This is an optimization exercise on Yosys and OpenROAD, whose aim is small area, not a production implementation.
RTL that was checked went through simulation tests only; none was proved equivalent to the original.

==> wip/juniper <==
==> flow/design.v <==
package net_tx_pkg;
  typedef logic [7:0]  byte_t;       
  typedef logic [47:0] mac_addr_t;   
  typedef logic [31:0] ip_addr_t;    
  typedef logic [15:0] port_t;       
  typedef logic [15:0] length_t;     
  typedef enum logic [1:0] {SEQ_IDLE, SEQ_READY, SEQ_START, SEQ_BUSY} seq_state_t;
  typedef enum logic [2:0] {
    MAC_IDLE,
    MAC_PREAMBLE,
    MAC_HEADER,
    MAC_PAYLOAD,
    MAC_FCS
  } mac_state_t;
  typedef enum logic [1:0] {IP_IDLE, IP_HEADER, IP_PAYLOAD} ip_state_t;
  localparam byte_t       PREAMBLE_BYTE    = 8'h55;
  localparam byte_t       SFD_BYTE         = 8'hD5;
  localparam int          PREAMBLE_LEN     = 8;      
  localparam int          MAC_HEADER_LEN   = 14;     
  localparam logic [15:0] ETHERTYPE_IPV4   = 16'h0800;
  localparam int          FCS_LEN          = 4;
  localparam logic [31:0] CRC_POLY         = 32'hEDB88320;   
  localparam logic [31:0] CRC_RESIDUE_INIT = 32'hFFFFFFFF;
  localparam int          IFG_LEN          = 12;     
  localparam int          IP_HEADER_LEN  = 20;
  localparam byte_t       IP_TTL         = 8'd128;
  localparam byte_t       IP_PROTO_UDP   = 8'd17;
  localparam logic [15:0] IP_FLAGS_DF    = 16'h4000;   
  localparam int          UDP_HEADER_LEN = 8;
  localparam port_t       LOCAL_PORT     = 16'd1024;
  localparam int MIN_PAYLOAD = 18;
  localparam int MAX_PAYLOAD = 1472;
endpackage
`timescale 1ns/1ps
module network_tx (
  input  logic        tx_clock,
  input  logic        rst,
  input  logic        udp_tx_request,
  input  logic [15:0] udp_tx_length,
  input  logic [7:0]  udp_tx_data,
  output logic        udp_tx_enable,
  output logic        udp_tx_active,
  input  logic        run,
  input  logic [47:0] local_mac,
  input  logic [31:0] local_ip,
  input  logic [47:0] dest_mac,
  input  logic [31:0] dest_ip,
  input  logic [15:0] dest_port,
  output logic [7:0]  phy_txd,
  output logic        phy_tx_en
);
  logic [6:0]  p;
  logic [10:0] pc;         
  logic [47:0] tx_dest_mac;
  logic [31:0] tx_dest_ip;
  logic [15:0] tx_dest_port;
  logic [7:0]  pay_q;      
  logic [31:0] crc_q;
  logic [15:0] acc;        
  logic        acc_c;      
  logic        acc_g;      
  logic [7:0]  m;          
  logic [7:0]  cd;         
  logic [7:0]  cb;         
  logic [10:0] sl;         
  logic        fcs, crc_g;
  logic [31:0] crc_n;
  assign sl = pc + ((p < 7'd40) ? 11'd28 : 11'd8);
  always_ff @(posedge tx_clock) begin
    if (rst) p <= '0;
    else if (p == 7'd0) p <= {6'd0, udp_tx_request};
    else if (p == 7'd53) p <= (pc == 11'd1) ? 7'd54 : 7'd53;
    else if (p == 7'd71) p <= '0;
    else p <= p + 7'd1;
  end
  always_ff @(posedge tx_clock) begin
    if (p == 7'd1) pc <= udp_tx_length[10:0];
    else if (p == 7'd53) pc <= pc - 11'd1;
  end
  assign udp_tx_enable = (p == 7'd2);
  assign udp_tx_active = (p == 7'd52) || (p == 7'd53 && pc != 11'd1);
  always_ff @(posedge tx_clock) begin
    if (!run) begin
      tx_dest_mac  <= dest_mac;
      tx_dest_ip   <= dest_ip;
      tx_dest_port <= dest_port;
    end
  end
  always_ff @(posedge tx_clock) pay_q <= udp_tx_data;
  always_comb begin
    case (p)
      7'd1:  cb = 8'h2E;
      7'd2:  cb = 8'h05;
      7'd3:  cb = pc[7:0];
      7'd4:  cb = {5'd0, pc[10:8]};
      7'd5:  cb = local_ip[7:0];
      7'd6:  cb = local_ip[15:8];
      7'd7:  cb = local_ip[23:16];
      7'd8:  cb = local_ip[31:24];
      7'd9:  cb = tx_dest_ip[7:0];
      7'd10: cb = tx_dest_ip[15:8];
      7'd11: cb = tx_dest_ip[23:16];
      7'd12: cb = tx_dest_ip[31:24];
      default: cb = 8'h00;
    endcase
  end
  assign acc_g = (p > 7'd2);
  always_ff @(posedge tx_clock) begin
    {acc_c, acc[15:8]} <= {1'b0, acc[7:0] & {8{acc_g}}} + {1'b0, cb} + {8'd0, acc_c & acc_g};
    acc[7:0] <= acc[15:8];
  end
  always_comb begin
    case (p)
      7'd11: m = tx_dest_mac[47:40];
      7'd12: m = tx_dest_mac[39:32];
      7'd13: m = tx_dest_mac[31:24];
      7'd14: m = tx_dest_mac[23:16];
      7'd15: m = tx_dest_mac[15:8];
      7'd16: m = tx_dest_mac[7:0];
      7'd17: m = local_mac[47:40];
      7'd18: m = local_mac[39:32];
      7'd19: m = local_mac[31:24];
      7'd20: m = local_mac[23:16];
      7'd21: m = local_mac[15:8];
      7'd22: m = local_mac[7:0];
      7'd23: m = 8'h08;
      7'd25: m = 8'h45;
      7'd27: m = {5'd0, sl[10:8]};
      7'd28: m = sl[7:0];
      7'd31: m = 8'h40;
      7'd33: m = 8'h80;
      7'd34: m = 8'h11;
      7'd35, 7'd36: m = ~acc[15:8];
      7'd37: m = local_ip[31:24];
      7'd38: m = local_ip[23:16];
      7'd39: m = local_ip[15:8];
      7'd40: m = local_ip[7:0];
      7'd41: m = tx_dest_ip[31:24];
      7'd42: m = tx_dest_ip[23:16];
      7'd43: m = tx_dest_ip[15:8];
      7'd44: m = tx_dest_ip[7:0];
      7'd45: m = 8'h04;
      7'd47: m = tx_dest_port[15:8];
      7'd48: m = tx_dest_port[7:0];
      7'd49: m = {5'd0, sl[10:8]};
      7'd50: m = sl[7:0];
      7'd53: m = pay_q;
      default: m = 8'h00;
    endcase
  end
  always_comb begin
    case (p)
      7'd7:  cd = 8'h62;
      7'd8:  cd = 8'h81;
      7'd9:  cd = 8'h90;
      7'd10: cd = 8'hD9;
      default: cd = m;
    endcase
  end
  assign fcs   = (p >= 7'd54) && (p <= 7'd57);
  assign crc_g = !fcs && !((p >= 7'd7) && (p <= 7'd10));
  crc32_byte crc_inst (.c(crc_q), .g(crc_g), .d(cd), .n(crc_n));
  always_ff @(posedge tx_clock) crc_q <= crc_n;
  always_ff @(posedge tx_clock) begin
    if (p >= 7'd3 && p <= 7'd9) phy_txd <= 8'h55;
    else if (p == 7'd10) phy_txd <= 8'hD5;
    else if (fcs) phy_txd <= ~crc_q[7:0];
    else phy_txd <= m;
  end
  assign phy_tx_en = (p >= 7'd4) && (p <= 7'd58);
endmodule
module crc32_byte (
  input  logic [31:0] c,
  input  logic        g,
  input  logic [7:0]  d,
  output logic [31:0] n
);
  logic [7:0] x;
  assign x = (c[7:0] & {8{g}}) ^ d;
  wire s0 = x[0] ^ x[1];
  wire s1 = x[2] ^ x[5];
  wire s2 = x[3] ^ x[6];
  wire s3 = x[4] ^ x[7];
  wire s4 = x[4] ^ s0;
  wire s5 = x[5] ^ x[6];
  wire s6 = x[1] ^ x[7];
  wire s7 = x[0] ^ x[4];
  wire s8 = s1 ^ s2;
  wire s9 = s2 ^ s3;
  wire s10 = x[1] ^ x[3];
  wire s11 = s3 ^ s10;
  wire s12 = x[2] ^ x[3];
  wire s13 = s1 ^ s3;
  wire s14 = x[7] ^ s0;
  assign n[0] = x[2] ^ c[8];
  assign n[1] = x[0] ^ x[3] ^ c[9];
  assign n[2] = c[10] ^ s4;
  assign n[3] = x[1] ^ c[11] ^ s1;
  assign n[4] = x[0] ^ x[2] ^ c[12] ^ s2;
  assign n[5] = c[13] ^ s11;
  assign n[6] = x[4] ^ x[5] ^ c[14];
  assign n[7] = x[0] ^ c[15] ^ s5;
  assign n[8] = x[6] ^ c[16] ^ s6;
  assign n[9] = x[7] ^ c[17];
  assign n[10] = x[2] ^ c[18];
  assign n[11] = x[3] ^ c[19];
  assign n[12] = c[20] ^ s7;
  assign n[13] = x[5] ^ c[21] ^ s0;
  assign n[14] = x[1] ^ x[2] ^ x[6] ^ c[22];
  assign n[15] = x[7] ^ c[23] ^ s12;
  assign n[16] = c[24] ^ s7 ^ s12;
  assign n[17] = x[3] ^ x[5] ^ c[25] ^ s4;
  assign n[18] = x[6] ^ c[26] ^ s1 ^ s4;
  assign n[19] = c[27] ^ s6 ^ s8;
  assign n[20] = c[28] ^ s9;
  assign n[21] = c[29] ^ s13;
  assign n[22] = c[30] ^ s8;
  assign n[23] = c[31] ^ s9;
  assign n[24] = x[0] ^ s13;
  assign n[25] = s0 ^ s8;
  assign n[26] = x[2] ^ s0 ^ s9;
  assign n[27] = x[5] ^ s11;
  assign n[28] = s5 ^ s7;
  assign n[29] = s5 ^ s14;
  assign n[30] = x[6] ^ s14;
  assign n[31] = s6;
endmodule
==> flow/flow/run.sh <==
#!/bin/bash
# standard layout with these changes: an area-oriented abc mapping script in
# synthesis (registers are mapped before abc, so they are unchanged), the
# smallest buffer on each port, and a clock tree of small buffers in larger
# clusters without dummy loads
set -euo pipefail
rm -rf scripts
cp -r "$FLOW_HOME/scripts" scripts
cp flow/abc_area.script scripts/abc_speed.script
export SCRIPTS_DIR="$PWD/scripts"
export BUFFER_PORTS_ARGS="-buffer_cell sky130_fd_sc_hd__buf_1"
export CTS_ARGS="-sink_clustering_enable -repair_clock_nets -dont_use_dummy_load -buf_list \"sky130_fd_sc_hd__clkbuf_4 sky130_fd_sc_hd__clkbuf_8\" -sink_clustering_size 12 -sink_clustering_max_diameter 60"
bash standard.sh > standard.log 2>&1
==> flow/flow/abc_area.script <==
&get -n
&st
&dch
&nf -R 1000
&put
==> flow/standard.sh <==
#!/bin/bash
# synth_recipe.tcl (not shown) runs the flow's synth.tcl, then flattens the netlist and writes it again
# the make line also repeats each setting of config.mk as NAME=value (left out here)
make -C /OpenROAD-flow-scripts/flow DESIGN_CONFIG=/design/flow/config.mk WORK_HOME=/design/flow/orfs CLKGATE_MAP_FILE= SYNTH_SCRIPT=/design/flow/synth_recipe.tcl "${@:-finish}"
==> flow/config.mk <==
export PLATFORM = sky130hd
export DESIGN_NAME = network_tx
export DESIGN_NICKNAME = network_tx
export VERILOG_FILES = /design/flow/design.v
export SDC_FILE = /design/flow/constraint.sdc
export NUM_CORES = 4
export LEC_CHECK = 0
export CAP_MARGIN = 20
export CORE_MARGIN = 2
export CORE_UTILIZATION = 40
export SLEW_MARGIN = 20
==> flow/constraint.sdc <==
create_clock -name core_clock -period 10.0 [get_ports {tx_clock}]
set_input_delay 2.0000 -clock core_clock [delete_from_list [all_inputs] [get_ports {tx_clock}]]
set_output_delay 2.0000 -clock core_clock [all_outputs]
set_load 0.01 [all_outputs]
==> wip/umber (differences from wip/juniper) <==
--- a/flow/design.v
+++ b/flow/design.v
@@ -66,3 +66,10 @@
   logic        fcs, crc_g;
-  logic [31:0] crc_n;
+  function automatic logic [31:0] crc_byte(input logic [31:0] crc, input logic [7:0] data);
+    logic [31:0] c;
+    c = crc ^ {24'h000000, data};
+    for (int i = 0; i < 8; i++) begin
+      c = c[0] ? ((c >> 1) ^ 32'hEDB88320) : (c >> 1);
+    end
+    crc_byte = c;
+  endfunction
   assign sl = pc + ((p < 7'd40) ? 11'd28 : 11'd8);
@@ -161,4 +168,5 @@
   assign crc_g = !fcs && !((p >= 7'd7) && (p <= 7'd10));
-  crc32_byte crc_inst (.c(crc_q), .g(crc_g), .d(cd), .n(crc_n));
-  always_ff @(posedge tx_clock) crc_q <= crc_n;
+  always_ff @(posedge tx_clock) begin
+    crc_q <= crc_byte({crc_q[31:8], crc_q[7:0] & {8{crc_g}}}, cd);
+  end
   always_ff @(posedge tx_clock) begin
@@ -171,57 +179 @@
 endmodule
-module crc32_byte (
-  input  logic [31:0] c,
-  input  logic        g,
-  input  logic [7:0]  d,
-  output logic [31:0] n
-);
-  logic [7:0] x;
-  assign x = (c[7:0] & {8{g}}) ^ d;
-  wire s0 = x[0] ^ x[1];
-  wire s1 = x[2] ^ x[5];
-  wire s2 = x[3] ^ x[6];
-  wire s3 = x[4] ^ x[7];
-  wire s4 = x[4] ^ s0;
-  wire s5 = x[5] ^ x[6];
-  wire s6 = x[1] ^ x[7];
-  wire s7 = x[0] ^ x[4];
-  wire s8 = s1 ^ s2;
-  wire s9 = s2 ^ s3;
-  wire s10 = x[1] ^ x[3];
-  wire s11 = s3 ^ s10;
-  wire s12 = x[2] ^ x[3];
-  wire s13 = s1 ^ s3;
-  wire s14 = x[7] ^ s0;
-  assign n[0] = x[2] ^ c[8];
-  assign n[1] = x[0] ^ x[3] ^ c[9];
-  assign n[2] = c[10] ^ s4;
-  assign n[3] = x[1] ^ c[11] ^ s1;
-  assign n[4] = x[0] ^ x[2] ^ c[12] ^ s2;
-  assign n[5] = c[13] ^ s11;
-  assign n[6] = x[4] ^ x[5] ^ c[14];
-  assign n[7] = x[0] ^ c[15] ^ s5;
-  assign n[8] = x[6] ^ c[16] ^ s6;
-  assign n[9] = x[7] ^ c[17];
-  assign n[10] = x[2] ^ c[18];
-  assign n[11] = x[3] ^ c[19];
-  assign n[12] = c[20] ^ s7;
-  assign n[13] = x[5] ^ c[21] ^ s0;
-  assign n[14] = x[1] ^ x[2] ^ x[6] ^ c[22];
-  assign n[15] = x[7] ^ c[23] ^ s12;
-  assign n[16] = c[24] ^ s7 ^ s12;
-  assign n[17] = x[3] ^ x[5] ^ c[25] ^ s4;
-  assign n[18] = x[6] ^ c[26] ^ s1 ^ s4;
-  assign n[19] = c[27] ^ s6 ^ s8;
-  assign n[20] = c[28] ^ s9;
-  assign n[21] = c[29] ^ s13;
-  assign n[22] = c[30] ^ s8;
-  assign n[23] = c[31] ^ s9;
-  assign n[24] = x[0] ^ s13;
-  assign n[25] = s0 ^ s8;
-  assign n[26] = x[2] ^ s0 ^ s9;
-  assign n[27] = x[5] ^ s11;
-  assign n[28] = s5 ^ s7;
-  assign n[29] = s5 ^ s14;
-  assign n[30] = x[6] ^ s14;
-  assign n[31] = s6;
-endmodule
==> flow/run.sh (new file) <==
#!/bin/bash
# synth_recipe.tcl (not shown) runs the flow's synth.tcl, then flattens the netlist and writes it again
# the make line also repeats each setting of config.mk as NAME=value (left out here)
make -C /OpenROAD-flow-scripts/flow DESIGN_CONFIG=/design/flow/config.mk WORK_HOME=/design/flow/orfs CLKGATE_MAP_FILE= SYNTH_SCRIPT=/design/flow/synth_recipe.tcl finish
removed: flow/flow/run.sh
removed: flow/flow/abc_area.script
removed: flow/standard.sh
==> wip/zinc (differences from wip/juniper) <==
==> flow/flow/run.sh (replaced) <==
#!/bin/bash
# standard layout with two changes: an area-oriented abc mapping script in
# synthesis (registers are mapped before abc, so they are unchanged), and the
# smallest buffer on each port
set -euo pipefail
rm -rf scripts
cp -r "$FLOW_HOME/scripts" scripts
cp flow/abc_area.script scripts/abc_speed.script
export SCRIPTS_DIR="$PWD/scripts"
export BUFFER_PORTS_ARGS="-buffer_cell sky130_fd_sc_hd__buf_1"
bash standard.sh > standard.log 2>&1
==> wip/tundra (differences from wip/juniper) <==
--- a/flow/design.v
+++ b/flow/design.v
@@ -60,10 +60,16 @@
   logic        acc_c;      
-  logic        acc_g;      
   logic [7:0]  m;          
-  logic [7:0]  cd;         
   logic [7:0]  cb;         
-  logic [10:0] sl;         
-  logic        fcs, crc_g;
-  logic [31:0] crc_n;
-  assign sl = pc + ((p < 7'd40) ? 11'd28 : 11'd8);
+  logic [10:0] tl, ul;
+  logic        fcs;
+  function automatic logic [31:0] crc_byte(input logic [31:0] crc, input logic [7:0] data);
+    logic [31:0] c;
+    c = crc ^ {24'h000000, data};
+    for (int i = 0; i < 8; i++) begin
+      c = c[0] ? ((c >> 1) ^ 32'hEDB88320) : (c >> 1);
+    end
+    crc_byte = c;
+  endfunction
+  assign tl = pc + 11'd28;
+  assign ul = pc + 11'd8;
   always_ff @(posedge tx_clock) begin
@@ -91,6 +97,4 @@
     case (p)
-      7'd1:  cb = 8'h2E;
-      7'd2:  cb = 8'h05;
-      7'd3:  cb = pc[7:0];
-      7'd4:  cb = {5'd0, pc[10:8]};
+      7'd3:  cb = tl[7:0];
+      7'd4:  cb = {5'd0, tl[10:8]};
       7'd5:  cb = local_ip[7:0];
@@ -106,6 +110,10 @@
   end
-  assign acc_g = (p > 7'd2);
   always_ff @(posedge tx_clock) begin
-    {acc_c, acc[15:8]} <= {1'b0, acc[7:0] & {8{acc_g}}} + {1'b0, cb} + {8'd0, acc_c & acc_g};
-    acc[7:0] <= acc[15:8];
+    if (p <= 7'd2) begin
+      acc   <= 16'h0512;
+      acc_c <= 1'b0;
+    end else begin
+      {acc_c, acc[15:8]} <= {1'b0, acc[7:0]} + {1'b0, cb} + {8'd0, acc_c};
+      acc[7:0] <= acc[15:8];
+    end
   end
@@ -113,2 +121,4 @@
     case (p)
+      7'd3, 7'd4, 7'd5, 7'd6, 7'd7, 7'd8, 7'd9: m = 8'h55;
+      7'd10: m = 8'hD5;
       7'd11: m = tx_dest_mac[47:40];
@@ -127,4 +137,4 @@
       7'd25: m = 8'h45;
-      7'd27: m = {5'd0, sl[10:8]};
-      7'd28: m = sl[7:0];
+      7'd27: m = {5'd0, tl[10:8]};
+      7'd28: m = tl[7:0];
       7'd31: m = 8'h40;
@@ -144,5 +154,6 @@
       7'd48: m = tx_dest_port[7:0];
-      7'd49: m = {5'd0, sl[10:8]};
-      7'd50: m = sl[7:0];
+      7'd49: m = {5'd0, ul[10:8]};
+      7'd50: m = ul[7:0];
       7'd53: m = pay_q;
+      7'd54, 7'd55, 7'd56, 7'd57: m = crc_q[7:0];
       default: m = 8'h00;
@@ -150,78 +161,11 @@
   end
-  always_comb begin
-    case (p)
-      7'd7:  cd = 8'h62;
-      7'd8:  cd = 8'h81;
-      7'd9:  cd = 8'h90;
-      7'd10: cd = 8'hD9;
-      default: cd = m;
-    endcase
+  assign fcs = (p >= 7'd54) && (p <= 7'd57);
+  always_ff @(posedge tx_clock) begin
+    if (p <= 7'd10) crc_q <= 32'hFFFFFFFF;
+    else crc_q <= crc_byte(crc_q, m);
   end
-  assign fcs   = (p >= 7'd54) && (p <= 7'd57);
-  assign crc_g = !fcs && !((p >= 7'd7) && (p <= 7'd10));
-  crc32_byte crc_inst (.c(crc_q), .g(crc_g), .d(cd), .n(crc_n));
-  always_ff @(posedge tx_clock) crc_q <= crc_n;
   always_ff @(posedge tx_clock) begin
-    if (p >= 7'd3 && p <= 7'd9) phy_txd <= 8'h55;
-    else if (p == 7'd10) phy_txd <= 8'hD5;
-    else if (fcs) phy_txd <= ~crc_q[7:0];
-    else phy_txd <= m;
+    phy_txd   <= m ^ {8{fcs}};
+    phy_tx_en <= (p >= 7'd3) && (p <= 7'd57);
   end
-  assign phy_tx_en = (p >= 7'd4) && (p <= 7'd58);
 endmodule
-module crc32_byte (
-  input  logic [31:0] c,
-  input  logic        g,
-  input  logic [7:0]  d,
-  output logic [31:0] n
-);
-  logic [7:0] x;
-  assign x = (c[7:0] & {8{g}}) ^ d;
-  wire s0 = x[0] ^ x[1];
-  wire s1 = x[2] ^ x[5];
-  wire s2 = x[3] ^ x[6];
-  wire s3 = x[4] ^ x[7];
-  wire s4 = x[4] ^ s0;
-  wire s5 = x[5] ^ x[6];
-  wire s6 = x[1] ^ x[7];
-  wire s7 = x[0] ^ x[4];
-  wire s8 = s1 ^ s2;
-  wire s9 = s2 ^ s3;
-  wire s10 = x[1] ^ x[3];
-  wire s11 = s3 ^ s10;
-  wire s12 = x[2] ^ x[3];
-  wire s13 = s1 ^ s3;
-  wire s14 = x[7] ^ s0;
-  assign n[0] = x[2] ^ c[8];
-  assign n[1] = x[0] ^ x[3] ^ c[9];
-  assign n[2] = c[10] ^ s4;
-  assign n[3] = x[1] ^ c[11] ^ s1;
-  assign n[4] = x[0] ^ x[2] ^ c[12] ^ s2;
-  assign n[5] = c[13] ^ s11;
-  assign n[6] = x[4] ^ x[5] ^ c[14];
-  assign n[7] = x[0] ^ c[15] ^ s5;
-  assign n[8] = x[6] ^ c[16] ^ s6;
-  assign n[9] = x[7] ^ c[17];
-  assign n[10] = x[2] ^ c[18];
-  assign n[11] = x[3] ^ c[19];
-  assign n[12] = c[20] ^ s7;
-  assign n[13] = x[5] ^ c[21] ^ s0;
-  assign n[14] = x[1] ^ x[2] ^ x[6] ^ c[22];
-  assign n[15] = x[7] ^ c[23] ^ s12;
-  assign n[16] = c[24] ^ s7 ^ s12;
-  assign n[17] = x[3] ^ x[5] ^ c[25] ^ s4;
-  assign n[18] = x[6] ^ c[26] ^ s1 ^ s4;
-  assign n[19] = c[27] ^ s6 ^ s8;
-  assign n[20] = c[28] ^ s9;
-  assign n[21] = c[29] ^ s13;
-  assign n[22] = c[30] ^ s8;
-  assign n[23] = c[31] ^ s9;
-  assign n[24] = x[0] ^ s13;
-  assign n[25] = s0 ^ s8;
-  assign n[26] = x[2] ^ s0 ^ s9;
-  assign n[27] = x[5] ^ s11;
-  assign n[28] = s5 ^ s7;
-  assign n[29] = s5 ^ s14;
-  assign n[30] = x[6] ^ s14;
-  assign n[31] = s6;
-endmodule
==> flow/run.sh (new file) <==
#!/bin/bash
# synth_recipe.tcl (not shown) runs the flow's synth.tcl, then flattens the netlist and writes it again
# the make line also repeats each setting of config.mk as NAME=value (left out here)
make -C /OpenROAD-flow-scripts/flow DESIGN_CONFIG=/design/flow/config.mk WORK_HOME=/design/flow/orfs CLKGATE_MAP_FILE= SYNTH_SCRIPT=/design/flow/synth_recipe.tcl finish
removed: flow/flow/run.sh
removed: flow/flow/abc_area.script
removed: flow/standard.sh
==> summary of the runs <==
Utilization: wip/tundra is higher than wip/zinc (3.3 points).
Against wip/tundra, the sequential cell count of wip/umber is lower by 1.
In wip/tundra the clock-buffer cell count is higher than in wip/juniper, by 1.
Against wip/umber, the worst hold slack of wip/zinc is worse by 0.0065 ns.
Only the layout flow was run in wip/juniper and wip/zinc; the RTL was not checked for function there.

-- afterwards: timing with drivers on the ports --
How much do the figures lean on ideal ports? The routed layouts below were timed once more, with nothing changed but the port constraints. Step 1, drivers: a clkbuf_16 drives tx_clock and a buf_2 each remaining input, both assumed. Step 2 adds t to the input delays and takes it off the output delays; t is the mean of the earliest and latest rising clock arrival at the registers after step 1. Input paths then give back, and output paths get back, about the clock's delay inside the block. Three values: ideal ports, drivers, drivers and shift; two values: the first two.
run | t (ns) | setup slack, ns | hold WS [ns] | cell pins on the clock port's net
wip/juniper | 0.495 | 4.693 / 4.693 / 4.598 | 0.345 / 0.345 / 0.345 | 1
wip/umber | 0.493 | 4.885 / 4.838 / 4.632 | 0.360 / 0.360 / 0.360 | 1
wip/zinc | 0.480 | 4.694 / 4.694 / 4.611 | 0.353 / 0.353 / 0.353 | 1
wip/tundra | 0.487 | 4.355 / 4.379 / 3.892 | 0.442 / 0.442 / 0.442 | 1
After both steps every run listed still meets setup and hold. The setup slack of wip/tundra, which loses most, moves by +0.024 ns with the drivers and by -0.463 ns with both steps.
